What follows belongs to an exercise in optimizing a design on an open flow for a short achievable clock period; a production flow would make more cautious choices.
Function was checked by simulation only, so behaviour that the tests miss may differ from the original.
No driver is modelled on the clock port, so clocking that relies on it looks cheaper here than on a real chip.
No activity file was given, so power comes from the tool's default toggle rates.

[flow/design.v]
module mem_stage #(
    parameter int DEPTH  = 256,
    parameter int ADDR_W = 8
) (
    input  logic        clk,
    input  logic        rst,
    input  logic [37:0] pipeline_reg_in,
    input  logic        stall,
    output logic [36:0] pipeline_reg_out,
    output logic [2:0]  mem_op_dest,
    output logic        mem_wb_en,
    output logic [15:0] store_count,
    output logic        mem_addr_err
);
    logic [15:0]       alu_result_s;
    logic              mem_write_en_s;
    logic [15:0]       mem_write_data_s;
    logic              wb_result_mux_s;
    logic [ADDR_W-1:0] addr_s;
    logic [15:0]       half_s [2];
    logic              oob_s;
    logic              store_en_s;
    logic              fwd_s;
    logic [15:0] mem_r [DEPTH];
    logic [20:0] out_r;      
    logic [15:0] half_n_r [2];  
    logic [15:0] count_r;
    logic              wbuf_valid_r;
    logic [ADDR_W-1:0] wbuf_addr_r;
    logic [15:0]       wbuf_data_r;
    assign alu_result_s     = pipeline_reg_in[37:22];
    assign mem_write_en_s   = pipeline_reg_in[21];
    assign mem_write_data_s = pipeline_reg_in[20:5];
    assign wb_result_mux_s  = pipeline_reg_in[0];
    assign addr_s           = alu_result_s[ADDR_W-1:0];
    assign fwd_s            = wbuf_valid_r && (wbuf_addr_r == addr_s);
    assign mem_op_dest = pipeline_reg_in[3:1];
    assign mem_wb_en   = pipeline_reg_in[4];
    always_comb begin
        oob_s = 1'b0;
        oob_s = ((alu_result_s >> ADDR_W) != 16'd0) && (mem_write_en_s || wb_result_mux_s) && !stall;
        store_en_s = mem_write_en_s && !stall && !rst && !oob_s;
    end
    always_comb begin
        for (int h = 0; h < 2; h++) begin
            half_s[h] = 16'h0000;
            if (!oob_s && addr_s[ADDR_W-1] == 1'(h)) begin
                half_s[h] = fwd_s ? wbuf_data_r : mem_r[{1'(h), addr_s[ADDR_W-2:0]}];
            end
        end
    end
    always_ff @(posedge clk) begin
        wbuf_valid_r <= store_en_s;
        wbuf_addr_r  <= addr_s;
        wbuf_data_r  <= mem_write_data_s;
        if (wbuf_valid_r) begin
            mem_r[wbuf_addr_r] <= wbuf_data_r;
        end
    end
    always_ff @(posedge clk) begin
        if (rst) begin
            half_n_r[0] <= 16'hffff;
            half_n_r[1] <= 16'hffff;
            out_r     <= 21'd0;
            count_r   <= 16'd0;
        end else if (!stall) begin
            half_n_r[0] <= ~half_s[0];
            half_n_r[1] <= ~half_s[1];
            out_r     <= {alu_result_s, pipeline_reg_in[4:0]};
            if (store_en_s) begin
                count_r <= count_r + 16'd1;
            end
        end
    end
    logic err_r;
    always_ff @(posedge clk) begin
        if (rst) begin
            err_r <= 1'b0;
        end else if (oob_s) begin
            err_r <= 1'b1;
        end
    end
    assign mem_addr_err = err_r;
    assign pipeline_reg_out = {~(half_n_r[0] & half_n_r[1]), out_r};
    assign store_count      = count_r;
endmodule
[flow/flow/run.sh]
#!/bin/bash
set -euo pipefail
M=${MARGIN:-3.3}
F="MATCH_CELL_FOOTPRINT=0"
export EXTRA_MARGINS="2.9 3.1 3.3"
export EXTRA_MARGINS_GRT="3.0 3.2 3.4"
bash standard.sh synth > synth.log 2>&1
bash standard.sh $F SETUP_SLACK_MARGIN=0 floorplan > floorplan.log 2>&1
bash standard.sh $F SETUP_SLACK_MARGIN=0 place > place.log 2>&1
bash standard.sh $F "POST_CTS_TCL=$PWD/flow/post_cts.tcl" SETUP_SLACK_MARGIN=$M TNS_END_PERCENT=5 cts > cts.log 2>&1
bash standard.sh $F "POST_GLOBAL_ROUTE_TCL=$PWD/flow/post_grt.tcl" SETUP_SLACK_MARGIN=$M TNS_END_PERCENT=5 route > route.log 2>&1
bash standard.sh $F SETUP_SLACK_MARGIN=$M finish > finish.log 2>&1
[flow/flow/post_cts.tcl]
# Extra setup repair after CTS (sourced by ORFS's cts.tcl through POST_CTS_TCL).
# The port buffers that buffer_ports inserts are delay-cell sized; give them a
# plain buffer first, then repair setup in rounds of rising margin so that each
# round works on the paths that are worst at that point.
foreach inst [get_cells -quiet {input* output*}] {
  set ref [get_property $inst ref_name]
  if {[string match "sky130_fd_sc_hd__clkdlybuf*" $ref] || [string match "sky130_fd_sc_hd__dlymetal*" $ref]
      || [string match "sky130_fd_sc_hd__dlygate*" $ref] || [string match "sky130_fd_sc_hd__buf_1" $ref]} {
    replace_cell $inst sky130_fd_sc_hd__buf_8
  }
}
estimate_parasitics -placement
report_worst_slack -max
foreach m $::env(EXTRA_MARGINS) {
  repair_timing -setup -setup_margin $m -repair_tns 100 -max_passes 200 -verbose
  report_worst_slack -max
}
set result [catch { detailed_placement } msg]
if { $result != 0 } {
  error "Detailed placement failed after extra repair: $msg"
}
check_placement -verbose
estimate_parasitics -placement
report_worst_slack -max
[flow/flow/post_grt.tcl]
# Extra setup repair after global routing (sourced by ORFS's global_route.tcl
# through POST_GLOBAL_ROUTE_TCL), on global-route parasitics and over every
# violating endpoint, in rounds of rising margin; then legalize and reroute the
# nets that changed.
estimate_parasitics -global_routing
report_worst_slack -max
foreach m $::env(EXTRA_MARGINS_GRT) {
  repair_timing -setup -setup_margin $m -repair_tns 100 -max_passes 200 -verbose
  report_worst_slack -max
}
global_route -start_incremental
detailed_placement
global_route -end_incremental
estimate_parasitics -global_routing
report_worst_slack -max
[flow/standard.sh]
#!/bin/bash
# synth_recipe.tcl (not shown) runs the flow's synth.tcl, then flattens the netlist and writes it again
# the make line also repeats each setting of config.mk as NAME=value (left out here)
make -C /OpenROAD-flow-scripts/flow DESIGN_CONFIG=/design/flow/config.mk WORK_HOME=/design/flow/orfs CLKGATE_MAP_FILE= SYNTH_SCRIPT=/design/flow/synth_recipe.tcl "${@:-finish}"
[flow/config.mk]
export PLATFORM = sky130hd
export DESIGN_NAME = mem_stage
export DESIGN_NICKNAME = mem_stage
export VERILOG_FILES = /design/flow/design.v
export SDC_FILE = /design/flow/constraint.sdc
export NUM_CORES = 4
export LEC_CHECK = 0
export ABC_CLOCK_PERIOD_IN_PS = 2500
export CAP_MARGIN = 20
export CORE_MARGIN = 2
export CORE_UTILIZATION = 40
export SLEW_MARGIN = 20
[flow/constraint.sdc]
create_clock -name core_clock -period 6.0 [get_ports {clk}]
set_input_delay 1.2000 -clock core_clock [delete_from_list [all_inputs] [get_ports {clk}]]
set_output_delay 1.2000 -clock core_clock [all_outputs]
set_load 0.01 [all_outputs]
==> results.json, run 1 <==
{
  "die_area_mm2": 0.405,
  "worst_path_class_setup": "in -> reg",
  "leakagePower_nw": 61.4,
  "fin_tns_setup_ns": 0,
  "synth_ff_type": "edfxtp_1",
  "postSynthRegisterBits": 4191,
  "design.portCount": 99,
  "design.core.area_mm2": 0.399,
  "finalCriticalPeriod_ns": 2.92,
  "routed-via-count": 84900,
  "power.share.clock": 0.420,
  "cts_tree": "yes",
  "report.final.slew_viol_count": 0,
  "syn_to_final_growth_pct": 19.8,
  "routed_wire_length_mm": 489,
  "cts.sink_count": 4191,
  "min_delay_path_depth": 1,
  "worst-r2r-setup-slack_ns": 3.18,
  "slew-limit-headroom": 0.0556,
  "synth_async_sr_flop_share": 0,
  "drive_above_1_share": 0.315,
  "worst_r2r_path_depth": 4,
  "vdd_drop_max_mv": 0.281,
  "seq_area_frac_synth": 0.780,
  "timing.critical_path.to": "half_n_r[0][0]",
  "drc": 0,
  "regToRegStartpoint": "wbuf_addr_r[7]",
  "worst_setup_path_startpoint": "pipeline_reg_in[23]",
  "wire_length_of_the_first_global_routing_pass_mm": 660,
  "regToRegEndpoint": "mem_r[172][4]",
  "synth_edf_count": 4096,
  "critical_path.startpoint_type": "input pin",
  "layout.cells.most_common": "edfxtp_1",
  "drt_pass1_iterations": 9,
  "timing_worst_slew_pin_value_ns": 1.42,
  "max_cap_viol_count": 0,
  "initial_utilization": 0.402,
  "worstHoldPathType": "in -> reg",
  "grt_max_degree": 206,
  "synth.cell_area_mm2": 0.160,
  "finalClockSkew_ns": 0.0800,
  "row_count": 232,
  "clock.fmax_mhz": 343,
  "worstPathMaxFanout": 7,
  "ys_types": 58,
  "number_of_global_route_vias_before_repair": 82500,
  "syn_avg_cell_area_um2": 20.9,
  "yosys_warnings": 3,
  "grt_usage": 0.231,
  "switching_power_summed_over_all_nets_mw": 13.4,
  "final_hold_viol_count": 0,
  "die_extent_in_x_um": 637,
  "gp_congestion": 0.863,
  "final_setup_viols": 0,
  "run_status": "timing/DRC/antenna clean",
  "port_buffers": 98,
  "fin_ws_ns": 3.08,
  "wire_per_inst_um": 34.6,
  "finalCritPeriodShare": 0.486,
  "pwr-share-seq": 0.524,
  "power_frac_comb": 0.056,
  "post_drt_via_cell_ratio": 6.01,
  "crit_arrival_ns": 3.74,
  "cts.clk_slew.worst_paths_ns": 0.07,
  "crit_path_end_kind": "flop",
  "dr.first_iter.drc_count": 12100,
  "detailedPlace.worstSlack_ns": 0.224,
  "postSynthCellCount": 7655,
  "holdCritStartpoint": "pipeline_reg_in[7]",
  "power_density_mw_per_mm2": 321,
  "netSwitchingFraction": 0.218,
  "ant_nets": 0,
  "insertion_delay_ns": 1.00,
  "die_outline_height_um": 637,
  "layout.cells.most_common_list": "edfxtp_1 (4096), mux4_2 (772), mux2i_1 (535), buf_4 (520), clkbuf_16 (501)",
  "p_int_mw": 48.1,
  "globalRouteOverflowTotal": 0,
  "worstPathRequired_ns": 6.82,
  "grt_antenna_before_repair": 24,
  "place_hpwl_mm": 265,
  "fin_nets": 8544,
  "synth.net_count": 7697
}
==> flip-flops by register name, indices dropped and copies added (netlist names) <==
signal        cells
wbuf_addr_r       8
wbuf_data_r      16
wbuf_valid_r      1
out_r            21
mem_r          4096
err_r             1
half_n_r         32
count_r          16
==> final cells by class <==
type	count	area, um^2
timing repair inverter	1	11.3
fill	32100	207000
sequential	4191	125000
timing repair buffer	879	10600
multi-input combinational	2998	35900
clock buffer	515	11200
tap	5265	6590
clock inverter	260	2240
antenna	12	30.0
inverter	8	61.3
==> layer usage <==
layer	vias to the layer above	routed length, um	track usage
met1	45400	186000	0.311
met3	837	51000	0.0551
met4	8	20500	0.0845
met5	-	57	0
li1	33800	-	-
met2	4784	232000	0.367
==> power by group through the flow <==
| stage | Sequential [mW] | Combinational [mW] | Clock, mW |
|---|---|---|---|
| 2_1_floorplan | 33.1 | 1.38 | 0 |
| 3_3_place_gp | 32.9 | 2.62 | 0 |
| 3_5_place_dp | 32.9 | 2.66 | 0 |
| 6_report | 32.2 | 3.45 | 25.9 |
==> synthesized netlist by cell type (all sizes together), types with 29 or more instances <==
| library cell | instances | area (um^2) |
|---|---|---|
| mux2i | 561 | 5620 |
| nand2 | 235 | 882 |
| o21ai | 68 | 340 |
| clkbuf | 185 | 696 |
| nor2 | 379 | 1420 |
| edfxtp | 4096 | 123000 |
| a2111oi | 43 | 420 |
| a221oi | 29 | 285 |
| o22ai | 223 | 1400 |
| a211oi | 174 | 1310 |
| dfxtp | 95 | 1900 |
| mux4 | 772 | 17400 |
| a22oi | 145 | 1090 |
| buf | 279 | 1860 |
| a21oi | 82 | 410 |
| o221ai | 31 | 272 |
==> critical path: stages <==
cell,delay [ns]
buf_16,0.14
buf_6,0.13
or2_4,0.28
buf_12,0.15
buf_12,0.15
o221ai_2,0.23
a21oi_1,0.12
o21ai_2,0.24
o211ai_1,0.48
a2111oi_4,0.49
a221oi_2,0.10
==> cell families (layout without fill, tap and decap cells) <==
| family | Yosys count | count (layout) | synth area share |
|---|---|---|---|
| xor+xnor | 18 | 18 | 0.000984 |
| compound gates | 898 | 898 | 0.0398 |
| fa+ha+maj | 1 | 1 | 0.0000781 |
| buf+inv | 472 | 1663 | 0.0161 |
| other cells | 0 | 12 | 0 |
| mux | 1337 | 1337 | 0.144 |
| flops | 4191 | 4191 | 0.780 |
| simple gates | 738 | 744 | 0.0192 |
==> metrics by stage <==
stage	instance area, um^2	std cells	power [mW]	utilization	hold WS, ns
after floorplan	160000	7655	34.5	-	0.476
after global placement	169000	13000	35.5	0.425	0.475
after detailed placement	170000	13000	35.5	0.425	0.484
final	192000	14100	61.5	0.481	0.310
==> how the worst min path moves through the flow <==
stage,end
final,wbuf_data_r[2]
after floorplan,half_n_r[0][0]
after detailed placement,err_r
after global placement,out_r[19]
==> run 2, diff against run 1 <==
--- a/flow/config.mk
+++ b/flow/config.mk
@@ -9,4 +9,5 @@
 export CAP_MARGIN = 20
 export CORE_MARGIN = 2
 export CORE_UTILIZATION = 40
+export PLACE_DENSITY = 0.7
 export SLEW_MARGIN = 20
==> run 2 against run 1 <==
Utilization up 0.19 points. Global-route usage decreased by 0.71 points. First-iteration DRC count grew 20%. Sequential power barely moved. Still clean on timing, DRC and antenna.
==> results.json, run 2 <==
{
  "power_frac_comb": 0.057,
  "finalCriticalPeriod_ns": 3.03,
  "grt_usage": 0.224,
  "worstPathRequired_ns": 6.76,
  "post_drt_via_cell_ratio": 6.14,
  "design.portCount": 99,
  "synth_top_cells_by_count": "edfxtp_1 (4096), mux4_2 (772), mux2i_1 (561)",
  "dr.first_iter.drc_count": 14500,
  "leakagePower_nw": 61.7,
  "slew-limit-headroom": 0.201,
  "regToRegStartpoint": "wbuf_addr_r[0]",
  "routed_wire_length_mm": 479,
  "p_int_mw": 47.2,
  "final_setup_viols": 0,
  "netSwitchingFraction": 0.218,
  "die_outline_height_um": 637,
  "ys_types": 58,
  "holdCritStartpoint": "pipeline_reg_in[19]",
  "drive_above_1_share": 0.330,
  "synth_area_leaders": "edfxtp_1 (77%), mux4_2 (11%), mux2i_1 (3.5%)",
  "synth.net_count": 7697,
  "postSynthCellCount": 7655,
  "synthDominantAreaCellType": "edfxtp_1",
  "wire_per_inst_um": 33.8,
  "finalClockSkew_ns": 0.0916,
  "worstHoldPathType": "in -> reg",
  "drc": 0,
  "place_hpwl_mm": 256,
  "ant_nets": 0,
  "number_of_global_route_vias_before_repair": 82900,
  "grt_max_degree": 199,
  "syn_to_final_growth_pct": 20.3,
  "synth_ff_type": "edfxtp_1",
  "finalCritPeriodShare": 0.504,
  "die_area_mm2": 0.405,
  "report.final.slew_viol_count": 0,
  "globalRouteOverflowTotal": 0,
  "wire_length_of_the_first_global_routing_pass_mm": 648,
  "finish.utilization": 0.483,
  "synth_edf_count": 4096,
  "worst_path_class_setup": "in -> reg",
  "cts.clk_slew.worst_paths_ns": 0.06,
  "port_buffers": 98,
  "insertion_delay_ns": 0.98,
  "crit_arrival_ns": 3.78,
  "max_cap_viol_count": 0,
  "pwr-share-seq": 0.534,
  "largest_reg_flops": 4096,
  "yosys.area.top_type_share": 0.768,
  "registers.top_by_ff_count": "mem_r",
  "layout.cells.most_common_list": "edfxtp_1 (4096), mux4_2 (772), buf_4 (551), mux2i_1 (535), clkbuf_16 (485)",
  "postSynthRegisterBits": 4191,
  "layout.cells.most_common": "edfxtp_1",
  "final_hold_viol_count": 0,
  "vdd_drop_max_mv": 0.245,
  "fin_tns_setup_ns": 0,
  "die_extent_in_x_um": 637,
  "synth.most_common_cell": "edfxtp_1",
  "run_status": "timing/DRC/antenna clean",
  "regs_by_ff_count": "mem_r: 4096 flops, half_n_r: 32 flops, out_r: 21 flops",
  "seq_area_frac_synth": 0.780,
  "yosys_warnings": 3,
  "power_density_mw_per_mm2": 314,
  "drt_pass1_iterations": 6,
  "initial_utilization": 0.402,
  "timing_worst_slew_pin_value_ns": 1.20,
  "design.core.area_mm2": 0.399,
  "fin_nets": 8594,
  "switching_power_summed_over_all_nets_mw": 13.2,
  "cts.sink_count": 4191,
  "gp_congestion": 0.887,
  "row_count": 232,
  "power.share.clock": 0.409,
  "clock.fmax_mhz": 330,
  "worstPathMaxFanout": 8,
  "crit_path_end_kind": "flop",
  "cts_tree": "yes",
  "worst_setup_path_startpoint": "pipeline_reg_in[24]",
  "synth_async_sr_flop_share": 0,
  "synth.cell_area_mm2": 0.160,
  "grt_antenna_before_repair": 14,
  "critical_path.startpoint_type": "input pin",
  "syn_avg_cell_area_um2": 20.9,
  "filler_cell_count": 31100,
  "routed-via-count": 86900
}
## run 2: cell count changes in the layout (fill, tap and decap cells not counted), moves of 14 or more
cell | previous run | this run
a211oi_2 | 33 | 72
buf_6 | 58 | 72
buf_4 | 520 | 551
clkbuf_16 | 501 | 485
dfxtp_2 | 19 | 33
clkinv_1 | 120 | 91
a211oi_1 | 137 | 89
a21oi_1 | 56 | 42
## run 2: cells by family after synthesis
logic type / count (synthesis) / synth area share
adder cells (fa/ha/maj): 1 / 0.0000781
AO/OA/AOI/OAI: 898 / 0.0398
flip-flops: 4191 / 0.780
AND/OR/NAND/NOR: 738 / 0.0192
buffers and inverters: 472 / 0.0161
XOR/XNOR: 18 / 0.000984
multiplexers: 1337 / 0.144
## run 2: final timing paths
| check | slack, ns | end | depth (start not counted) |
|---|---|---|---|
| worst max-delay path | 2.97 | half_n_r[0][6] | 12 |
| worst min-delay path | 0.33 | wbuf_data_r[14] | 1 |
| worst min register to register | 0.51 | count_r[13] | 2 |
| worst max register to register | 3.39 | mem_r[177][10] | 5 |
## run 2: final cells by class
cell class	count	area [um^2]	area share
clock inverters	241	2130	0.0110
multi-input cells	2999	36300	0.189
well taps	5265	6590	0.0342
repair buffers	955	11800	0.0612
diodes	6	15.0	0.0000779
clock buffers	494	10600	0.0549
inverters	8	58.8	0.000305
flip-flops and latches	4191	125000	0.650
## run 2: layer usage
| metal | vias to the layer above | wire length (um) | global-route usage |
|---|---|---|---|
| met3 | 1024 | 67800 | 0.0585 |
| met5 | - | 0 | 0 |
| met4 | 0 | 24100 | 0.0987 |
| met2 | 6843 | 219000 | 0.343 |
| met1 | 45300 | 168000 | 0.303 |
| li1 | 33800 | - | - |
## run 2: through the flow
stage,hold slack [ns],cells,setup slack (ns),cell area [um^2],total power [mW]
floorplan,0.476,7655,1.71,160000,34.5
global placement,0.476,13000,0.578,169000,35.4
detailed placement,0.486,13000,0.638,169000,35.4
finish,0.331,14200,2.97,193000,60.4
## run 2: worst max-delay path, stage by stage
cell and delay [ns]:
buf_16 0.14, or3b_4 0.47, buf_12 0.18, buf_4 0.15, buf_8 0.13, o22ai_4 0.14, a211oi_2 0.07, o21ai_1 0.18
o211ai_1 0.45, a2111oi_4 0.37, buf_4 0.17, a221oi_1 0.06
## run 2: power groups by stage
| stage | clock (mW) | combinational [mW] | sequential (mW) |
|---|---|---|---|
| final | 24.7 | 3.44 | 32.3 |
| after detailed placement | 0 | 2.54 | 32.9 |
| after global placement | 0 | 2.48 | 32.9 |
| after floorplan | 0 | 1.38 | 33.1 |
==> run 3, diff against run 2 <==
--- a/flow/design.v
+++ b/flow/design.v
@@ -17,7 +17,7 @@
     logic [15:0]       mem_write_data_s;
     logic              wb_result_mux_s;
     logic [ADDR_W-1:0] addr_s;
-    logic [15:0]       half_s [2];
+    logic [15:0]       half_n_s [2];
     logic              oob_s;
     logic              store_en_s;
     logic              fwd_s;
@@ -43,16 +43,16 @@
     end
     always_comb begin
         for (int h = 0; h < 2; h++) begin
-            half_s[h] = 16'h0000;
+            half_n_s[h] = 16'hffff;
             if (!oob_s && addr_s[ADDR_W-1] == 1'(h)) begin
-                half_s[h] = fwd_s ? wbuf_data_r : mem_r[{1'(h), addr_s[ADDR_W-2:0]}];
+                half_n_s[h] = fwd_s ? wbuf_data_r : mem_r[{1'(h), addr_s[ADDR_W-2:0]}];
             end
         end
     end
     always_ff @(posedge clk) begin
         wbuf_valid_r <= store_en_s;
         wbuf_addr_r  <= addr_s;
-        wbuf_data_r  <= mem_write_data_s;
+        wbuf_data_r  <= ~mem_write_data_s;
         if (wbuf_valid_r) begin
             mem_r[wbuf_addr_r] <= wbuf_data_r;
         end
@@ -64,8 +64,8 @@
             out_r     <= 21'd0;
             count_r   <= 16'd0;
         end else if (!stall) begin
-            half_n_r[0] <= ~half_s[0];
-            half_n_r[1] <= ~half_s[1];
+            half_n_r[0] <= half_n_s[0];
+            half_n_r[1] <= half_n_s[1];
             out_r     <= {alu_result_s, pipeline_reg_in[4:0]};
             if (store_en_s) begin
                 count_r <= count_r + 16'd1;
--- a/flow/config.mk
+++ b/flow/config.mk
@@ -9,5 +9,4 @@
 export CAP_MARGIN = 20
 export CORE_MARGIN = 2
 export CORE_UTILIZATION = 40
-export PLACE_DENSITY = 0.7
 export SLEW_MARGIN = 20
==> run 3 against run 2 <==
Still clean on timing, DRC and antenna. Count of clock-buffer cells in the layout rose by 40. Sequential power hardly changed. Power grew 3.4%. Worst setup slack improved by 0.029 ns. Clock power rose by 7%. Design area rose by 1.3%. Critical path type unchanged. Critical endpoint is now half_n_r[1][1]. Largest power group unchanged.
==> results.json, run 3 <==
{
  "run_status": "timing/DRC/antenna clean",
  "power_density_mw_per_mm2": 320,
  "yosys.area.top_type_share": 0.755,
  "globalRouteOverflowTotal": 0,
  "fin_nets": 8919,
  "fin_tns_setup_ns": 0,
  "row_count": 234,
  "timing_worst_slew_pin_value_ns": 1.43,
  "grt_usage": 0.236,
  "drive_above_1_share": 0.309,
  "synth_area_leaders": "edfxtp_1 (76%), mux4_2 (9.4%), mux2i_1 (4.4%)",
  "final_setup_viols": 0,
  "initial_utilization": 0.401,
  "synth_top_cells_by_count": "edfxtp_1 (4096), mux2i_1 (711), mux4_2 (679)",
  "largest_reg_flops": 4096,
  "grt_antenna_before_repair": 27,
  "regs_by_ff_count": "mem_r: 4096 flops, half_n_r: 32 flops, out_r: 21 flops",
  "placed_instance_area_mm2": 0.172,
  "ys_types": 91,
  "critical_path.startpoint_type": "input pin",
  "grt_max_degree": 163,
  "worst_path_class_setup": "in -> reg",
  "place.detailed.instances": 13500,
  "dr.first_iter.drc_count": 13600,
  "detailedPlace.worstSlack_ns": 0.765,
  "filler_cell_count": 32900,
  "final_cells": 14700,
  "synth_ff_type": "edfxtp_1",
  "postSynthRegisterBits": 4191,
  "die_area_mm2": 0.412,
  "post_drt_via_cell_ratio": 6.04,
  "worstPathRequired_ns": 6.91,
  "synthDominantAreaCellType": "edfxtp_1",
  "place_hpwl_mm": 277,
  "final.hold.worst_slack_ns": 0.340,
  "report.final.slew_viol_count": 0,
  "registers.top_by_ff_count": "mem_r",
  "design.portCount": 99,
  "stdcell_area_mm2": 0.195,
  "vdd_drop_max_mv": 0.286,
  "crit_path_end_kind": "flop",
  "layout.cells.most_common": "edfxtp_1",
  "worstPathMaxFanout": 43,
  "wire_per_inst_um": 34.6,
  "slew-limit-headroom": 0.0493,
  "max_cap_viol_count": 0,
  "synth.cell_area_mm2": 0.163,
  "insertion_delay_ns": 1.01,
  "die_extent_in_x_um": 642,
  "design.core.area_mm2": 0.406,
  "routed-via-count": 88500,
  "drc": 0,
  "synth.net_count": 8002,
  "cts_tree": "yes",
  "layout.cells.most_common_list": "edfxtp_1 (4096), mux4_2 (687), mux2i_1 (667), buf_4 (599), clkbuf_16 (492)",
  "gp_congestion": 0.860,
  "synth_edf_count": 4096,
  "wire_length_of_the_first_global_routing_pass_mm": 688,
  "crit_arrival_ns": 3.90,
  "syn_to_final_growth_pct": 19.8,
  "finalCritPeriodShare": 0.499,
  "postSynthCellCount": 7960,
  "drt_pass1_iterations": 7,
  "final_hold_viol_count": 0,
  "number_of_global_route_vias_before_repair": 85400,
  "clock.fmax_mhz": 334,
  "finalCriticalPeriod_ns": 3.00,
  "die_outline_height_um": 642,
  "leakagePower_nw": 63.3,
  "seq_area_frac_synth": 0.767,
  "yosys_warnings": 3,
  "synth_async_sr_flop_share": 0,
  "syn_avg_cell_area_um2": 20.5,
  "port_buffers": 98,
  "worstHoldPathType": "in -> reg",
  "cts.clk_slew.worst_paths_ns": 0.06,
  "routed_wire_length_mm": 507,
  "synth.most_common_cell": "edfxtp_1",
  "ant_nets": 0,
  "fin_ws_ns": 3.00,
  "finalClockSkew_ns": 0.0791,
  "cts.sink_count": 4191
}
## run 3: report_power, final
part	internal (mW)	total, mW	switching (mW)
clock network	15.1	26.4	11.3
registers	32.1	32.2	0.121
logic	1.44	3.87	2.43
total	48.6	62.5	13.8
## run 3: logic make-up (layout without fill, tap and decap cells)
group	Yosys count	after routing	share of synthesized area
DFF	4191	4191	0.767
muxes	1452	1452	0.147
AOI/OAI and AO/OA	913	913	0.0394
and+or+nand+nor	867	869	0.0230
buffers and inverters	516	1777	0.0226
xor gates and xnor gates	20	20	0.00108
adders and majority gates	1	1	0.0000768
other	0	8	0
## run 3: critical path, stage by stage
cell and delay (ns):
buf_16 0.14, or2_4 0.33, buf_4 0.16, buf_12 0.18
o221ai_1 0.30, o22ai_1 0.13, nor3_1 0.67, o21ai_0 0.38
a41oi_2 0.23
## run 3: cell type report
type                            instances  area (um^2)  area share
Sequential cell                      4191       125000       0.641
Timing Repair Buffer                  980        11800      0.0605
Clock buffer                          534        11200      0.0575
Antenna cell                            8         20.0    0.000103
Inverter                               24          116    0.000596
Clock inverter                        239         2470      0.0127
Multi-Input combinational cell       3255        37600       0.193
Tap cell                             5428         6790      0.0348
## run 3: path summary, 6_finish.rpt
check        cells after the start              end  slack (ns)                start
max                              9   half_n_r[1][1]        3.00  pipeline_reg_in[24]
min                              2  wbuf_data_r[12]        0.34  pipeline_reg_in[17]
max reg2reg                      9  half_n_r[1][14]        3.12         wbuf_valid_r
min reg2reg                      2         out_r[8]        0.51             out_r[8]
## run 3: per-layer routing
metal | up-vias | track usage | wire [um]
met5 | - | 0 | 224
met4 | 14 | 0.107 | 26000
met3 | 1027 | 0.0481 | 55300
met2 | 5390 | 0.369 | 235000
met1 | 47000 | 0.319 | 190000
li1 | 35100 | - | -
## run 3: through the flow
stage                     utilization  total power, mW
after global placement          0.423             35.9
after detailed placement        0.424             35.9
final                           0.481             62.5
after floorplan                     -             34.7
==> run 4, diff against run 3 <==
--- a/flow/design.v
+++ b/flow/design.v
@@ -17,7 +17,7 @@
     logic [15:0]       mem_write_data_s;
     logic              wb_result_mux_s;
     logic [ADDR_W-1:0] addr_s;
-    logic [15:0]       half_n_s [2];
+    logic [15:0]       half_s [2];
     logic              oob_s;
     logic              store_en_s;
     logic              fwd_s;
@@ -43,16 +43,16 @@
     end
     always_comb begin
         for (int h = 0; h < 2; h++) begin
-            half_n_s[h] = 16'hffff;
+            half_s[h] = 16'h0000;
             if (!oob_s && addr_s[ADDR_W-1] == 1'(h)) begin
-                half_n_s[h] = fwd_s ? wbuf_data_r : mem_r[{1'(h), addr_s[ADDR_W-2:0]}];
+                half_s[h] = fwd_s ? wbuf_data_r : mem_r[{1'(h), addr_s[ADDR_W-2:0]}];
             end
         end
     end
     always_ff @(posedge clk) begin
         wbuf_valid_r <= store_en_s;
         wbuf_addr_r  <= addr_s;
-        wbuf_data_r  <= ~mem_write_data_s;
+        wbuf_data_r  <= mem_write_data_s;
         if (wbuf_valid_r) begin
             mem_r[wbuf_addr_r] <= wbuf_data_r;
         end
@@ -64,8 +64,8 @@
             out_r     <= 21'd0;
             count_r   <= 16'd0;
         end else if (!stall) begin
-            half_n_r[0] <= half_n_s[0];
-            half_n_r[1] <= half_n_s[1];
+            half_n_r[0] <= ~half_s[0];
+            half_n_r[1] <= ~half_s[1];
             out_r     <= {alu_result_s, pipeline_reg_in[4:0]};
             if (store_en_s) begin
                 count_r <= count_r + 16'd1;
--- a/flow/flow/run.sh
+++ b/flow/flow/run.sh
@@ -4,6 +4,7 @@
 F="MATCH_CELL_FOOTPRINT=0"
 export EXTRA_MARGINS="2.9 3.1 3.3"
 export EXTRA_MARGINS_GRT="3.0 3.2 3.4"
+export RC_SCALE=1.3
 bash standard.sh synth > synth.log 2>&1
 bash standard.sh $F SETUP_SLACK_MARGIN=0 floorplan > floorplan.log 2>&1
 bash standard.sh $F SETUP_SLACK_MARGIN=0 place > place.log 2>&1
==> flow/flow/pessimistic_rc.tcl (new file) <==
# Per-layer wire RC for the extra repair rounds: the platform's values
# (platforms/sky130hd/setRC.tcl) scaled up by RC_SCALE, so that repair leaves
# headroom on wire-heavy paths for what detailed routing adds.
set s $::env(RC_SCALE)
foreach {layer c r} {li1 1.499e-04 7.176e-02 met1 1.72375E-04 8.929e-04 met2 1.36233E-04 8.929e-04
                     met3 2.14962E-04 1.567e-04 met4 1.48128E-04 1.567e-04 met5 1.54087E-04 1.781e-05} {
  set_layer_rc -layer $layer -capacitance [expr {$c * $s}] -resistance [expr {$r * $s}]
}
set_wire_rc -signal -layer met1
set_wire_rc -clock -layer met3
--- a/flow/flow/post_cts.tcl
+++ b/flow/flow/post_cts.tcl
@@ -9,6 +9,7 @@
     replace_cell $inst sky130_fd_sc_hd__buf_8
   }
 }
+source [file join [file dirname [info script]] pessimistic_rc.tcl]
 estimate_parasitics -placement
 report_worst_slack -max
 foreach m $::env(EXTRA_MARGINS) {
--- a/flow/flow/post_grt.tcl
+++ b/flow/flow/post_grt.tcl
@@ -2,6 +2,7 @@
 # through POST_GLOBAL_ROUTE_TCL), on global-route parasitics and over every
 # violating endpoint, in rounds of rising margin; then legalize and reroute the
 # nets that changed.
+source [file join [file dirname [info script]] pessimistic_rc.tcl]
 estimate_parasitics -global_routing
 report_worst_slack -max
 foreach m $::env(EXTRA_MARGINS_GRT) {
==> run 4 against run 3 <==
Still clean. Via count is 3.2% lower. Routed wire length is 2.4% lower. Worst hold slack worse by 0.029 ns. Power is 1.3% lower. Utilization is 0.44 points higher. Flip-flop and latch count stayed put. Area after synthesis is 1.7% lower. Critical path type unchanged. Critical endpoint is now half_n_r[1][9]. Largest power group unchanged.
==> results.json, run 4 <==
{
  "power_frac_comb": 0.058,
  "regToRegStartpoint": "wbuf_addr_r[4]",
  "regs_by_ff_count": "mem_r: 4096 flops, half_n_r: 32 flops, out_r: 21 flops",
  "dr.first_iter.drc_count": 12100,
  "registers.top_by_ff_count": "mem_r",
  "design.portCount": 99,
  "insertion_delay_ns": 1.00,
  "finalClockSkew_ns": 0.0772,
  "p_int_mw": 48.2,
  "clock.fmax_mhz": 335,
  "row_count": 232,
  "netSwitchingFraction": 0.219,
  "min_to": "wbuf_data_r[2]",
  "power_density_mw_per_mm2": 319,
  "finalCritPeriodShare": 0.498,
  "globalRoute.busiestLayer": "met2",
  "synthDominantAreaCellType": "edfxtp_1",
  "syn_avg_cell_area_um2": 20.9,
  "grt.met2_usage": 0.375,
  "syn_to_final_growth_pct": 20.9,
  "gp_congestion": 0.863,
  "die_outline_height_um": 637,
  "switching_power_summed_over_all_nets_mw": 13.5,
  "crit_path_end_kind": "flop",
  "synth.cell_area_mm2": 0.160,
  "cts.clk_slew.worst_paths_ns": 0.07,
  "finalCriticalPeriod_ns": 2.99,
  "die_extent_in_x_um": 637,
  "drt_pass1_iterations": 6,
  "synth_edf_count": 4096,
  "worstHoldPathType": "in -> reg",
  "yosys.area.top_type_share": 0.768,
  "holdCritStartpoint": "pipeline_reg_in[7]",
  "fin_tns_setup_ns": 0,
  "place_hpwl_mm": 265,
  "layout.cells.most_common": "edfxtp_1",
  "crit_arrival_ns": 3.82,
  "regToRegEndpoint": "mem_r[90][1]",
  "final_setup_viols": 0,
  "drive_above_1_share": 0.328,
  "ant_nets": 0,
  "routed-via-count": 85600,
  "die_area_mm2": 0.405,
  "globalRouteOverflowTotal": 0,
  "design.core.area_mm2": 0.399,
  "cts.sink_count": 4191,
  "ys_types": 58,
  "synth_area_leaders": "edfxtp_1 (77%), mux4_2 (11%), mux2i_1 (3.5%)",
  "met3_usage": 0.0535,
  "report.final.slew_viol_count": 0,
  "synth.net_count": 7697,
  "synth_ff_type": "edfxtp_1",
  "worst-r2r-setup-slack_ns": 3.46,
  "total_power_mw": 61.7,
  "layout.cells.most_common_list": "edfxtp_1 (4096), mux4_2 (772), buf_4 (548), mux2i_1 (524), clkbuf_16 (503)",
  "wire_per_inst_um": 34.8,
  "power.share.clock": 0.420,
  "wire_length_of_the_first_global_routing_pass_mm": 673,
  "number_of_global_route_vias_before_repair": 83700,
  "routed_wire_length_mm": 494,
  "synth.most_common_cell": "edfxtp_1",
  "worstPathMaxFanout": 6,
  "yosys_warnings": 3,
  "synth_top_cells_by_count": "edfxtp_1 (4096), mux4_2 (772), mux2i_1 (561)",
  "postSynthCellCount": 7655,
  "worstPathRequired_ns": 6.83,
  "synth_async_sr_flop_share": 0,
  "initial_utilization": 0.402,
  "worst_path_class_setup": "in -> reg",
  "largest_reg_flops": 4096,
  "run_status": "timing/DRC/antenna clean",
  "drc": 0,
  "grt_usage": 0.236,
  "cts_tree": "yes",
  "fin_nets": 8632,
  "postSynthRegisterBits": 4191,
  "critical_path.startpoint_type": "input pin",
  "slew-limit-headroom": 0.0851,
  "seq_area_frac_synth": 0.780,
  "worst_r2r_path_depth": 6,
  "use_met1": 0.318,
  "final_hold_viol_count": 0,
  "leakagePower_nw": 62.2,
  "pwr-share-seq": 0.523,
  "grt_antenna_before_repair": 13,
  "min_delay_path_depth": 1,
  "timing_worst_slew_pin_value_ns": 1.37,
  "max_cap_viol_count": 0,
  "vdd_drop_max_mv": 0.281,
  "port_buffers": 98,
  "grt_max_degree": 206,
  "post_drt_via_cell_ratio": 6.02
}
-- run 4: per-stage QoR --
step / util / area, um^2 / worst slack (ns) / instances / hold slack [ns]
after floorplan: - / 160000 / 1.71 / 7655 / 0.476
final: 0.485 / 194000 / 3.01 / 14200 / 0.311
after detailed placement: 0.425 / 170000 / 0.224 / 13000 / 0.484
after global placement: 0.425 / 169000 / 0.210 / 13000 / 0.475
-- run 4: logic make-up after synthesis --
family                     synth area share
and+or+nand+nor                      0.0192
adders and majority gates         0.0000781
AOI/OAI and AO/OA                    0.0398
DFF                                   0.780
xor gates and xnor gates           0.000984
muxes                                 0.144
buffers and inverters                0.0161
-- run 4: layer usage --
layer  share of wire  routed length [um]
met1            0.38              186000
met2            0.47              232000
met3            0.11               53200
met4           0.045               22300
met5         0.00030                 146
-- run 4: power by group through the flow --
stage	clock (mW)	sequential, mW	combinational, mW
global placement	0	32.9	2.62
floorplan	0	33.1	1.38
finish	25.9	32.2	3.56
detailed placement	0	32.9	2.66
-- run 4: worst max path at each step --
stage                        startpoint               to  slack, ns  cells past startpoint
detailed placement  pipeline_reg_in[22]  half_n_r[0][10]       0.22                      9
global placement    pipeline_reg_in[24]   half_n_r[0][8]       0.21                      9
floorplan                wbuf_data_r[0]      mem_r[0][0]       1.71                      0
finish              pipeline_reg_in[26]   half_n_r[1][9]       3.01                     13
-- run 4: layout make-up --
| type | count | area [um^2] |
|---|---|---|
| tap | 5265 | 6590 |
| fill | 31900 | 205000 |
| clock buffer | 515 | 11200 |
| sequential | 4191 | 125000 |
| timing repair buffer | 967 | 11800 |
| timing repair inverter | 1 | 11.3 |
| multi-input combinational | 2998 | 36500 |
| antenna | 11 | 27.5 |
| clock inverter | 260 | 2240 |
| inverter | 8 | 61.3 |
-- run 4: critical path, stage by stage --
cell,delay [ns]
buf_16,0.13
or3b_4,0.45
buf_6,0.14
buf_12,0.12
buf_4,0.12
buf_6,0.11
buf_12,0.13
clkbuf_16,0.19
o22ai_4,0.17
a2111oi_1,0.08
buf_4,0.20
a2111oi_4,0.57
a31oi_1,0.16
==> run 5, diff against run 4 <==
--- a/flow/design.v
+++ b/flow/design.v
@@ -23,7 +23,7 @@
     logic              fwd_s;
     logic [15:0] mem_r [DEPTH];
     logic [20:0] out_r;      
-    logic [15:0] half_n_r [2];  
+    logic [15:0] half_r [2];  
     logic [15:0] count_r;
     logic              wbuf_valid_r;
     logic [ADDR_W-1:0] wbuf_addr_r;
@@ -59,13 +59,13 @@
     end
     always_ff @(posedge clk) begin
         if (rst) begin
-            half_n_r[0] <= 16'hffff;
-            half_n_r[1] <= 16'hffff;
+            half_r[0] <= 16'd0;
+            half_r[1] <= 16'd0;
             out_r     <= 21'd0;
             count_r   <= 16'd0;
         end else if (!stall) begin
-            half_n_r[0] <= ~half_s[0];
-            half_n_r[1] <= ~half_s[1];
+            half_r[0] <= half_s[0];
+            half_r[1] <= half_s[1];
             out_r     <= {alu_result_s, pipeline_reg_in[4:0]};
             if (store_en_s) begin
                 count_r <= count_r + 16'd1;
@@ -81,6 +81,6 @@
         end
     end
     assign mem_addr_err = err_r;
-    assign pipeline_reg_out = {~(half_n_r[0] & half_n_r[1]), out_r};
+    assign pipeline_reg_out = {half_r[0] | half_r[1], out_r};
     assign store_count      = count_r;
 endmodule
==> run 5 against run 4 <==
Largest power group unchanged. First-iteration DRC count grew 8.5%. Die area shrank 0.12%. Register-to-register slack gained 0.08 ns. Still clean on timing, DRC and antenna. Clock skew shrank 0.0082 ns. Sequential share of layout area grew 0.74 points. Worst setup slack lost 0.043 ns. Final cell count shrank 1.5%. Flip-flop and latch count is the same.
==> results.json, run 5 <==
{
  "design.core.area_mm2": 0.399,
  "report.final.slew_viol_count": 0,
  "regs_by_ff_count": "mem_r: 4096 flops, half_r: 32 flops, out_r: 21 flops",
  "synth.cell_area_mm2": 0.160,
  "drt_pass1_iterations": 6,
  "port_buffers": 98,
  "syn_to_final_growth_pct": 19.6,
  "postSynthCellCount": 7609,
  "synth.net_count": 7651,
  "layout.cells.most_common": "edfxtp_1",
  "seq_area_frac_synth": 0.781,
  "crit_path_end_kind": "output pin",
  "yosys_warnings": 3,
  "wire_per_inst_um": 33.9,
  "final_cells": 14000,
  "cts_tree": "yes",
  "gp_congestion": 0.894,
  "cts.sink_count": 4191,
  "place_hpwl_mm": 265,
  "synth_async_sr_flop_share": 0,
  "synth_edf_count": 4096,
  "drive_above_1_share": 0.325,
  "run_status": "timing/DRC/antenna clean",
  "cts.clk_slew.worst_paths_ns": 0.06,
  "timing_worst_slew_pin_value_ns": 1.33,
  "final_hold_viol_count": 0,
  "clock.fmax_mhz": 330,
  "worstHoldPathType": "in -> reg",
  "initial_utilization": 0.401,
  "vdd_drop_max_mv": 0.250,
  "registers.top_by_ff_count": "mem_r",
  "die_extent_in_x_um": 636,
  "power_density_mw_per_mm2": 321,
  "synth.most_common_cell": "edfxtp_1",
  "worstPathMaxFanout": 2,
  "finalCriticalPeriod_ns": 3.03,
  "worst_path_class_setup": "reg -> out",
  "synthDominantAreaCellType": "edfxtp_1",
  "fin_nets": 8415,
  "final_setup_viols": 0,
  "critical_path.startpoint_type": "flop",
  "globalRouteOverflowTotal": 0,
  "fin_tns_setup_ns": 0,
  "yosys.area.top_type_share": 0.769,
  "grt_max_degree": 150,
  "fin_ws_ns": 2.97,
  "postSynthRegisterBits": 4191,
  "finalCritPeriodShare": 0.505,
  "number_of_global_route_vias_before_repair": 80300,
  "routed-via-count": 83500,
  "ant_nets": 0,
  "synth_top_cells_by_count": "edfxtp_1 (4096), mux4_2 (768), mux2i_1 (533)",
  "dr.first_iter.drc_count": 13100,
  "crit_arrival_ns": 1.83,
  "synth_area_leaders": "edfxtp_1 (77%), mux4_2 (11%), mux2i_1 (3.3%)",
  "design.portCount": 99,
  "finalClockSkew_ns": 0.0690,
  "post_drt_via_cell_ratio": 5.96,
  "drc": 0,
  "grt_usage": 0.223,
  "wire_length_of_the_first_global_routing_pass_mm": 643,
  "final.hold.worst_slack_ns": 0.293,
  "layout.cells.most_common_list": "edfxtp_1 (4096), mux4_2 (768), mux2i_1 (531), clkbuf_16 (488), buf_4 (462)",
  "routed_wire_length_mm": 474,
  "slew-limit-headroom": 0.112,
  "die_outline_height_um": 636,
  "detailedPlace.worstSlack_ns": 1.01,
  "die_area_mm2": 0.405,
  "syn_avg_cell_area_um2": 21.0,
  "row_count": 232,
  "ys_types": 39,
  "place.detailed.instances": 12900,
  "leakagePower_nw": 61.1,
  "max_cap_viol_count": 0,
  "largest_reg_flops": 4096,
  "worstPathRequired_ns": 4.80,
  "synth_ff_type": "edfxtp_1",
  "insertion_delay_ns": 1.02,
  "grt_antenna_before_repair": 20
}
-- run 5: logic make-up after synthesis --
logic type / Yosys count / share of synthesized area
and+or+nand+nor: 610 / 0.0162
buffers and inverters: 484 / 0.0149
muxes: 1301 / 0.141
DFF: 4191 / 0.781
AOI/OAI and AO/OA: 1003 / 0.0454
adders and majority gates: 1 / 0.0000782
xor gates and xnor gates: 19 / 0.00104
-- run 5: final cells by class --
type	count	area, um^2
Clock buffer	528	11200
Antenna cell	5	12.5
Inverter	5	18.8
Clock inverter	250	2230
Multi-Input combinational cell	2938	36200
Tap cell	5265	6590
Sequential cell	4191	125000
Fill cell	32200	208000
Timing Repair Buffer	814	9980
-- run 5: final timing paths --
kind / start / endpoint / slack [ns] / cells past startpoint
min: pipeline_reg_in[16] / wbuf_data_r[11] / 0.29 / 1
max: half_r[0][10] / pipeline_reg_out[31] / 2.97 / 2
min reg2reg: err_r / err_r / 0.50 / 2
max reg2reg: wbuf_addr_r[2] / mem_r[164][14] / 3.54 / 5
-- run 5: where the power goes --
group          switching (mW)  internal (mW)  leakage, nW
Clock                    11.2           14.6         6.57
Combinational            2.12           1.22         16.9
Sequential              0.117           32.1         37.6
Total                    13.4           48.0         61.1
-- run 5: critical path, cell delays in order, from the launching register on --
cell and delay, ns:
dfxtp_4 0.38, or2_4 0.31, buf_6 0.14
-- run 5: layer usage --
metal	global-route usage	wire (um)	part of all wire
met1	0.304	180000	0.38
met2	0.359	226000	0.48
met3	0.0352	43700	0.092
met4	0.0971	24600	0.052
met5	0	0	0
-- run 5: per-stage QoR --
step           instance area (um^2)   util  power [mW]
2_1_floorplan                160000      -        34.5
3_3_place_gp                 169000  0.425        35.5
3_5_place_dp                 169000  0.425        35.6
6_report                     191000  0.480        61.4
==> run 6, diff against run 5 <==
==> flow/design.v (replaced) <==
module mem_stage #(
    parameter int DEPTH  = 256,
    parameter int ADDR_W = 8
) (
    input  logic        clk,
    input  logic        rst,
    input  logic [37:0] pipeline_reg_in,
    input  logic        stall,
    output logic [36:0] pipeline_reg_out,
    output logic [2:0]  mem_op_dest,
    output logic        mem_wb_en,
    output logic [15:0] store_count,
    output logic        mem_addr_err
);
    logic [15:0]       alu_result_s;
    logic              mem_write_en_s;
    logic [15:0]       mem_write_data_s;
    logic              wb_result_mux_s;
    logic [ADDR_W-1:0] addr_s;
    logic [15:0]       raw_read_s;
    logic [15:0]       load_data_s;
    logic              oob_s;
    logic              store_en_s;
    logic [15:0] mem_r [DEPTH];
    logic [36:0] out_r;
    logic [15:0] count_r;
    assign alu_result_s     = pipeline_reg_in[37:22];
    assign mem_write_en_s   = pipeline_reg_in[21];
    assign mem_write_data_s = pipeline_reg_in[20:5];
    assign wb_result_mux_s  = pipeline_reg_in[0];
    assign addr_s           = alu_result_s[ADDR_W-1:0];
    assign raw_read_s       = mem_r[addr_s];
    assign mem_op_dest = pipeline_reg_in[3:1];
    assign mem_wb_en   = pipeline_reg_in[4];
    always_comb begin
        oob_s       = 1'b0;
        load_data_s = raw_read_s;
        if (((alu_result_s >> ADDR_W) != 16'd0) && (mem_write_en_s || wb_result_mux_s) && !stall) begin
            oob_s       = 1'b1;
            load_data_s = 16'h0000;
        end else begin
            oob_s       = 1'b0;
            load_data_s = raw_read_s;
        end
        store_en_s = mem_write_en_s && !stall && !rst && !oob_s;
    end
    always_ff @(posedge clk) begin
        if (store_en_s) begin
            mem_r[addr_s] <= mem_write_data_s;
        end
    end
    always_ff @(posedge clk) begin
        if (rst) begin
            out_r   <= 37'd0;
            count_r <= 16'd0;
        end else if (!stall) begin
            out_r <= {load_data_s, alu_result_s, pipeline_reg_in[4:0]};
            if (store_en_s) begin
                count_r <= count_r + 16'd1;
            end
        end
    end
    logic err_r;
    always_ff @(posedge clk) begin
        if (rst) begin
            err_r <= 1'b0;
        end else if (oob_s) begin
            err_r <= 1'b1;
        end
    end
    assign mem_addr_err = err_r;
    assign pipeline_reg_out = out_r;
    assign store_count      = count_r;
endmodule
==> flow/run.sh (new file) <==
#!/bin/bash
# synth_recipe.tcl (not shown) runs the flow's synth.tcl, then flattens the netlist and writes it again
# the make line also repeats each setting of config.mk as NAME=value (left out here)
make -C /OpenROAD-flow-scripts/flow DESIGN_CONFIG=/design/flow/config.mk WORK_HOME=/design/flow/orfs CLKGATE_MAP_FILE= SYNTH_SCRIPT=/design/flow/synth_recipe.tcl finish
--- a/flow/config.mk
+++ b/flow/config.mk
@@ -5,7 +5,6 @@
 export SDC_FILE = /design/flow/constraint.sdc
 export NUM_CORES = 4
 export LEC_CHECK = 0
-export ABC_CLOCK_PERIOD_IN_PS = 2500
 export CAP_MARGIN = 20
 export CORE_MARGIN = 2
 export CORE_UTILIZATION = 40
removed: flow/flow/run.sh
removed: flow/flow/pessimistic_rc.tcl
removed: flow/flow/post_cts.tcl
removed: flow/flow/post_grt.tcl
removed: flow/standard.sh
==> run 6 against run 5 <==
Area after synthesis fell by 0.76%. Die area fell by 0.76%. Design area fell by 4.8%. Register-to-register slack got worse by 1.3 ns. Clock power fell by 3%. Largest cell class unchanged. Non-clock buffer count fell by 183.
==> results.json, run 6 <==
{
  "row_count": 231,
  "dr_wl_met2_mm": 202,
  "fin_nets": 8234,
  "grt_usage": 0.211,
  "routed_wire_length_mm": 430,
  "grt_setup_unrepaired": "no",
  "ctsResizeCount": 0,
  "leakagePower_nw": 57.4,
  "cts_setup_buffers": 0,
  "routed-via-count": 80800,
  "finish.utilization": 0.461,
  "synth.most_common_cell": "edfxtp_1",
  "gp_congestion": 0.844,
  "cp_cell_sequence": "buf_8, buf_12, buf_4, mux4_2, a32o_1, a211oi_1, o2111ai_1, nor4_2, o22ai_1",
  "dr.first_iter.drc_count": 11300,
  "fin_tns_setup_ns": 0,
  "synth_area_leaders": "edfxtp_1 (77%), mux4_2 (11%), mux2i_1 (3.1%)",
  "cpPeakStageDelay_ns": 0.89,
  "report.final.slew_viol_count": 0,
  "synth_ff_type": "edfxtp_1",
  "detailedPlace.worstSlack_ns": -0.102,
  "timing_worst_slew_pin_value_ns": 1.25,
  "finalClockSkew_ns": 0.0581,
  "fin_ws_ns": 1.02,
  "wire_length_of_the_first_global_routing_pass_mm": 607,
  "port_buffers": 98,
  "placed_instance_area_mm2": 0.169,
  "die_area_mm2": 0.402,
  "max_cap_viol_count": 0,
  "syn_avg_cell_area_um2": 20.8,
  "globalRouteOverflowTotal": 0,
  "clockBufferDepth": 4,
  "final_setup_viols": 0,
  "wire_per_inst_um": 31.2,
  "grt_max_degree": 193,
  "place.detailed.instances": 13000,
  "final.hold.worst_slack_ns": 0.494,
  "largest_reg_flops": 4096,
  "registers.top_by_ff_count": "mem_r",
  "grt_antenna_before_repair": 26,
  "place_hpwl_mm": 259,
  "postSynthCellCount": 7613,
  "critical_path.startpoint_type": "input pin",
  "worstPathMaxFanout": 44,
  "ctsRootBufferMaster": "clkbuf_16",
  "cts.hold.buffers_added": 0,
  "slew-limit-headroom": 0.161,
  "cts_tree": "yes",
  "die_outline_height_um": 634,
  "layout.cells.most_common": "edfxtp_1",
  "post_drt_via_cell_ratio": 5.86,
  "wl_met1_mm": 175,
  "finalCritPeriodShare": 0.830,
  "met3RoutedLength_mm": 39.6,
  "run_status": "timing/DRC/antenna clean",
  "drc": 0,
  "total_power_mw": 59.8,
  "design.core.area_mm2": 0.395,
  "final_cells": 13800,
  "die_extent_in_x_um": 634,
  "filler_cell_count": 32700,
  "layout.cells.most_common_list": "edfxtp_1 (4096), mux4_2 (752), mux2i_1 (499), buf_4 (477), clkbuf_16 (424)",
  "htree_levels": 5,
  "initial_utilization": 0.401,
  "worstHoldPathType": "reg -> reg",
  "cts.clk_slew.worst_paths_ns": 0.06,
  "synth_async_sr_flop_share": 0,
  "routed.top_layer": "met5",
  "crit_path_end_kind": "flop",
  "seq_area_frac_synth": 0.782,
  "synthDominantAreaCellType": "edfxtp_1",
  "synth.net_count": 7655,
  "final_hold_viol_count": 0,
  "cts_buffers": 421,
  "cts.sink_count": 4150,
  "worstPathRequired_ns": 6.82,
  "multiInputGateArea_mm2": 0.0325,
  "synth_edf_count": 4096,
  "stdcell_area_mm2": 0.182,
  "crit_arrival_ns": 5.80,
  "yosys.area.top_type_share": 0.775,
  "clock.fmax_mhz": 201,
  "layout.area.seq_mm2": 0.124,
  "ys_types": 54,
  "synth_top_cells_by_count": "edfxtp_1 (4096), mux4_2 (752), mux2i_1 (499)",
  "yosys_warnings": 1,
  "cp_slowest_cell": "a211oi_1",
  "insertion_delay_ns": 0.99,
  "vdd_drop_max_mv": 0.278,
  "postSynthRegisterBits": 4150,
  "drt_pass1_iterations": 6,
  "power_density_mw_per_mm2": 328,
  "number_of_global_route_vias_before_repair": 78700,
  "worst_path_class_setup": "in -> reg",
  "ant_nets": 0,
  "synth.cell_area_mm2": 0.159,
  "regs_by_ff_count": "mem_r: 4096 flops, out_r: 37 flops, count_r: 16 flops",
  "syn_to_final_growth_pct": 14.7,
  "finalCriticalPeriod_ns": 4.98,
  "design.portCount": 99,
  "drive_above_1_share": 0.233
}
## run 6: worst max-delay path: cells and delay by family
family	cells	cell delay, ns
AOI/OAI and AO/OA	4	1.83
buffers and inverters	3	1.24
and+or+nand+nor	1	0.84
muxes	1	0.54
## run 6: kinds of logic after synthesis
| kind of cell | Yosys count | synth area share |
|---|---|---|
| adder cells (fa/ha/maj) | 1 | 0.0000788 |
| multiplexers | 1315 | 0.143 |
| AND/OR/NAND/NOR | 815 | 0.0248 |
| buffers and inverters | 481 | 0.0144 |
| XOR/XNOR | 12 | 0.000662 |
| AO/OA/AOI/OAI | 839 | 0.0354 |
| flip-flops | 4150 | 0.782 |
## run 6: where the power goes
| group | internal [mW] | switching (mW) | total [mW] |
|---|---|---|---|
| registers | 31.8 | 0.0230 | 31.9 |
| clock network | 14.0 | 11.1 | 25.1 |
| logic | 0.914 | 1.90 | 2.81 |
| total | 46.8 | 13.0 | 59.8 |
## run 6: metal layers
layer  up-vias  GRT usage
li1      33100          -
met4         8     0.0633
met5         -          0
met1     43200      0.300
met2      3909      0.331
met3       633     0.0408
## run 6: cell type report
class,count,share of cell area
Sequential cell,4150,0.681
Tap cell,5242,0.0360
Clock buffer,509,0.0600
Timing Repair Buffer,631,0.0318
Clock inverter,266,0.0118
Antenna cell,14,0.000192
Multi-Input combinational cell,2982,0.179
Inverter,6,0.000144
## run 6: path summary, 6_finish.rpt
check                      startpoint        end  slack, ns  cells after the start
setup reg to reg        mem_r[123][3]  out_r[24]       2.20                      6
hold / removal              out_r[10]  out_r[10]       0.49                      2
setup / recovery  pipeline_reg_in[22]  out_r[21]       1.02                      9
hold reg to reg             out_r[10]  out_r[10]       0.49                      2
==> run 7, diff against run 6 <==
==> flow/flow/run.sh (new file) <==
#!/bin/bash
set -euo pipefail
M=${MARGIN:-3.3}
bash standard.sh synth > synth.log 2>&1
bash standard.sh SETUP_SLACK_MARGIN=0 floorplan > floorplan.log 2>&1
bash standard.sh SETUP_SLACK_MARGIN=0 place > place.log 2>&1
bash standard.sh SETUP_SLACK_MARGIN=$M TNS_END_PERCENT=5 cts > cts.log 2>&1
bash standard.sh SETUP_SLACK_MARGIN=$M TNS_END_PERCENT=5 route > route.log 2>&1
bash standard.sh SETUP_SLACK_MARGIN=$M finish > finish.log 2>&1
==> flow/standard.sh (new file) <==
#!/bin/bash
# synth_recipe.tcl (not shown) runs the flow's synth.tcl, then flattens the netlist and writes it again
# the make line also repeats each setting of config.mk as NAME=value (left out here)
make -C /OpenROAD-flow-scripts/flow DESIGN_CONFIG=/design/flow/config.mk WORK_HOME=/design/flow/orfs CLKGATE_MAP_FILE= SYNTH_SCRIPT=/design/flow/synth_recipe.tcl "${@:-finish}"
--- a/flow/config.mk
+++ b/flow/config.mk
@@ -5,6 +5,7 @@
 export SDC_FILE = /design/flow/constraint.sdc
 export NUM_CORES = 4
 export LEC_CHECK = 0
+export ABC_CLOCK_PERIOD_IN_PS = 2500
 export CAP_MARGIN = 20
 export CORE_MARGIN = 2
 export CORE_UTILIZATION = 40
removed: flow/run.sh
==> run 7 against run 6 <==
Non-clock buffer count increased by 197. Worst hold slack got worse by 0.0086 ns. Die area unchanged. Flip-flop and latch count unchanged. Register-to-register slack improved by 0.95 ns. Area after synthesis unchanged. Largest cell class unchanged.
==> results.json, run 7 <==
{
  "run_status": "timing/DRC/antenna clean",
  "final_cells": 14000,
  "synth_async_sr_flop_share": 0,
  "design.core.area_mm2": 0.395,
  "layout.cells.most_common": "edfxtp_1",
  "worstHoldPathType": "in -> reg",
  "regs_by_ff_count": "mem_r: 4096 flops, out_r: 37 flops, count_r: 16 flops",
  "die_extent_in_x_um": 634,
  "cts.clk_slew.worst_paths_ns": 0.06,
  "final.hold.worst_slack_ns": 0.485,
  "ys_types": 54,
  "number_of_global_route_vias_before_repair": 80100,
  "yosys_warnings": 1,
  "port_buffers": 98,
  "worstPathRequired_ns": 6.85,
  "regToRegStartpoint": "mem_r[154][5]",
  "cts_buffers": 421,
  "die_outline_height_um": 634,
  "grt_antenna_before_repair": 18,
  "worst-r2r-setup-slack_ns": 3.15,
  "ctsRootBufferMaster": "clkbuf_16",
  "postSynthCellCount": 7613,
  "dr.first_iter.drc_count": 11900,
  "wire_length_of_the_first_global_routing_pass_mm": 632,
  "report.final.slew_viol_count": 0,
  "vdd_drop_max_mv": 0.280,
  "synth_edf_count": 4096,
  "synth_area_leaders": "edfxtp_1 (77%), mux4_2 (11%), mux2i_1 (3.1%)",
  "postSynthRegisterBits": 4150,
  "min_delay_path_depth": 3,
  "slew-limit-headroom": 0.185,
  "critical_path.startpoint_type": "input pin",
  "leakagePower_nw": 60.2,
  "synth.cell_area_mm2": 0.159,
  "regToRegEndpoint": "out_r[26]",
  "registers.top_by_ff_count": "mem_r",
  "layout.cells.most_common_list": "edfxtp_1 (4096), mux4_2 (752), buf_4 (518), mux2i_1 (496), clkbuf_16 (435)",
  "total_power_mw": 60.3,
  "drt_pass1_iterations": 6,
  "cts.sink_count": 4150,
  "place_hpwl_mm": 259,
  "min_to": "out_r[2]",
  "finalCriticalPeriod_ns": 3.32,
  "grt_max_degree": 193,
  "worst_r2r_path_depth": 7,
  "seq_area_frac_synth": 0.782,
  "synth.net_count": 7655,
  "ant_nets": 0,
  "finalClockSkew_ns": 0.0537,
  "fin_nets": 8433,
  "gp_congestion": 0.844,
  "place.detailed.instances": 13000,
  "insertion_delay_ns": 0.99,
  "grt_usage": 0.222,
  "holdCritStartpoint": "pipeline_reg_in[2]",
  "grt_setup_unrepaired": "yes",
  "crit_path_end_kind": "flop",
  "clockBufferDepth": 4,
  "crit_arrival_ns": 4.17,
  "final_hold_viol_count": 0,
  "syn_to_final_growth_pct": 18.3,
  "largest_reg_flops": 4096,
  "synth_top_cells_by_count": "edfxtp_1 (4096), mux4_2 (752), mux2i_1 (499)",
  "wire_per_inst_um": 32.6,
  "routed-via-count": 82900,
  "finish.utilization": 0.475,
  "finalCritPeriodShare": 0.553,
  "worstPathMaxFanout": 22,
  "design.portCount": 99,
  "drive_above_1_share": 0.282,
  "clock.fmax_mhz": 302,
  "synthDominantAreaCellType": "edfxtp_1",
  "syn_avg_cell_area_um2": 20.8,
  "synth_ff_type": "edfxtp_1",
  "yosys.area.top_type_share": 0.775,
  "globalRouteOverflowTotal": 0,
  "drc": 0,
  "die_area_mm2": 0.402,
  "power_density_mw_per_mm2": 321,
  "worst_path_class_setup": "in -> reg",
  "placed_instance_area_mm2": 0.169,
  "row_count": 231,
  "cts_tree": "yes",
  "post_drt_via_cell_ratio": 5.93,
  "final_setup_viols": 0,
  "timing_worst_slew_pin_value_ns": 1.22,
  "synth.most_common_cell": "edfxtp_1",
  "max_cap_viol_count": 0,
  "htree_levels": 5,
  "stdcell_area_mm2": 0.188,
  "routed_wire_length_mm": 456,
  "initial_utilization": 0.401
}
==> run 7: changes by cell type in the layout (fill, tap and decap cells not counted), sizes merged, moves of 4 or more <==
cell / before / now
dlymetal6s2s: 0 / 4
buf: 555 / 734
bufbuf: 0 / 25
clkdlybuf4s50: 76 / 2
dlygate4sd2: 0 / 48
diode: 14 / 10
clkbuf: 509 / 522
==> run 7: worst max-delay path by stage <==
stage | to | from | cells past startpoint | slack [ns]
after global placement | out_r[21] | pipeline_reg_in[22] | 9 | -0.46
after global routing | out_r[33] | pipeline_reg_in[23] | 12 | 2.80
after floorplan | mem_r[83][0] | pipeline_reg_in[22] | 11 | 2.00
final | out_r[22] | pipeline_reg_in[23] | 11 | 2.68
after detailed placement | out_r[21] | pipeline_reg_in[22] | 9 | -0.10
after CTS | mem_wb_en | pipeline_reg_in[4] | 2 | 2.89
==> run 7: power breakdown <==
group          total, mW  switching [mW]  internal [mW]
registers           31.9          0.0225           31.8
logic               3.28            2.10           1.18
clock network       25.2            11.2           14.0
==> run 7: timing repair <==
item,in CTS,in global routing
setup endpoints to repair,4165,2963
gates resized for setup,641,104
hold endpoints to repair,0,0
setup buffers,91,52
pin swaps,85,30
hold buffers,0,0
cloned,45,13
==> run 7: cell families (layout without fill, tap and decap cells) <==
| kind of cell | after synthesis | after routing | synth area share |
|---|---|---|---|
| flops | 4150 | 4150 | 0.782 |
| mux | 1315 | 1315 | 0.143 |
| compound gates | 839 | 839 | 0.0354 |
| simple gates | 815 | 817 | 0.0248 |
| buf+inv | 481 | 1609 | 0.0144 |
| xor+xnor | 12 | 12 | 0.000662 |
| fa+ha+maj | 1 | 1 | 0.0000788 |
| other cells | 0 | 10 | 0 |
==> run 7: area by class of cell <==
cell class | count | area [um^2]
antenna | 10 | 25.0
timing repair buffer | 828 | 9380
fill | 32100 | 208000
clock buffer | 509 | 10900
clock inverter | 266 | 2160
sequential | 4150 | 124000
inverter | 6 | 32.5
tap | 5242 | 6560
multi-input combinational | 2984 | 34500
==> run 7: worst max-delay path, stage by stage <==
cell and delay [ns]:
buf_16 0.17, buf_12 0.16, buf_6 0.18, buf_12 0.21, mux4_2 0.41, nand3_1 0.11
nand4_1 0.20, a211oi_4 0.48, o2111ai_4 0.29, nor4_4 0.49, o22ai_1 0.12
==> run 7: stage by stage <==
step / setup WS [ns] / TNS [ns]
6_report: 2.68 / 0
5_1_grt: 2.80 / 0
4_1_cts: 2.89 / 0
3_5_place_dp: -0.102 / -0.102
3_3_place_gp: -0.456 / -1.16
2_1_floorplan: 2.00 / 0
==> run 7: per-layer routing <==
layer / share of wire / up-vias / global-route usage
met5: 0.00012 / - / 0
met4: 0.034 / 8 / 0.0696
met3: 0.098 / 677 / 0.0415
met2: 0.47 / 4286 / 0.347
met1: 0.40 / 44400 / 0.316
li1: - / 33600 / -

[port drivers added, routing unchanged]
Ports are ideal in the flow. The routed layouts listed here were re-timed in OpenROAD.
Step 1 (the two cells are an assumption about what drives the block):
set clk [get_ports {clk}]
set_driving_cell -lib_cell sky130_fd_sc_hd__clkbuf_16 $clk
set_driving_cell -lib_cell sky130_fd_sc_hd__buf_2 [delete_from_list [all_inputs] $clk]
Step 2 times the ports against the registers' clock, not the clock port: input delays grow and output delays shrink by t, the midpoint of the rising clock arrivals with the driver on.
a / b / c = ideal / step 1 / step 2; a / b = the first two.
run | t (ns) | setup slack, ns | worst hold slack (ns) | slew at the worst register clock pin (ns) | worst slew at a driven data input, ns
run 1 | 1.067 | 3.081 / 2.636 / 1.569 | 0.310 / 0.251 / 0.500 | 0.07 / 0.07 | 0.68
run 2 | 1.045 | 2.974 / 2.487 / 1.442 | 0.331 / 0.280 / 0.510 | 0.07 / 0.07 | 0.77
run 3 | 1.083 | 3.003 / 2.785 / 1.702 | 0.340 / 0.303 / 0.512 | 0.07 / 0.07 | 0.55
run 4 | 1.069 | 3.011 / 2.570 / 1.501 | 0.311 / 0.255 / 0.500 | 0.07 / 0.07 | 0.67
run 5 | 1.087 | 2.968 / 2.860 / 1.944 | 0.293 / 0.237 / 0.495 | 0.07 / 0.07 | 0.56
run 6 | 1.081 | 1.018 / 1.081 / 0.001 | 0.494 / 0.494 / 0.494 | 0.07 / 0.07 | 0.26
run 7 | 1.095 | 2.684 / 2.382 / 1.287 | 0.485 / 0.411 / 0.490 | 0.07 / 0.07 | 0.53
After both steps every run listed still meets setup and hold. The setup slack of run 2, which loses most, moves by -0.487 ns with the drivers and by -1.532 ns with both steps.
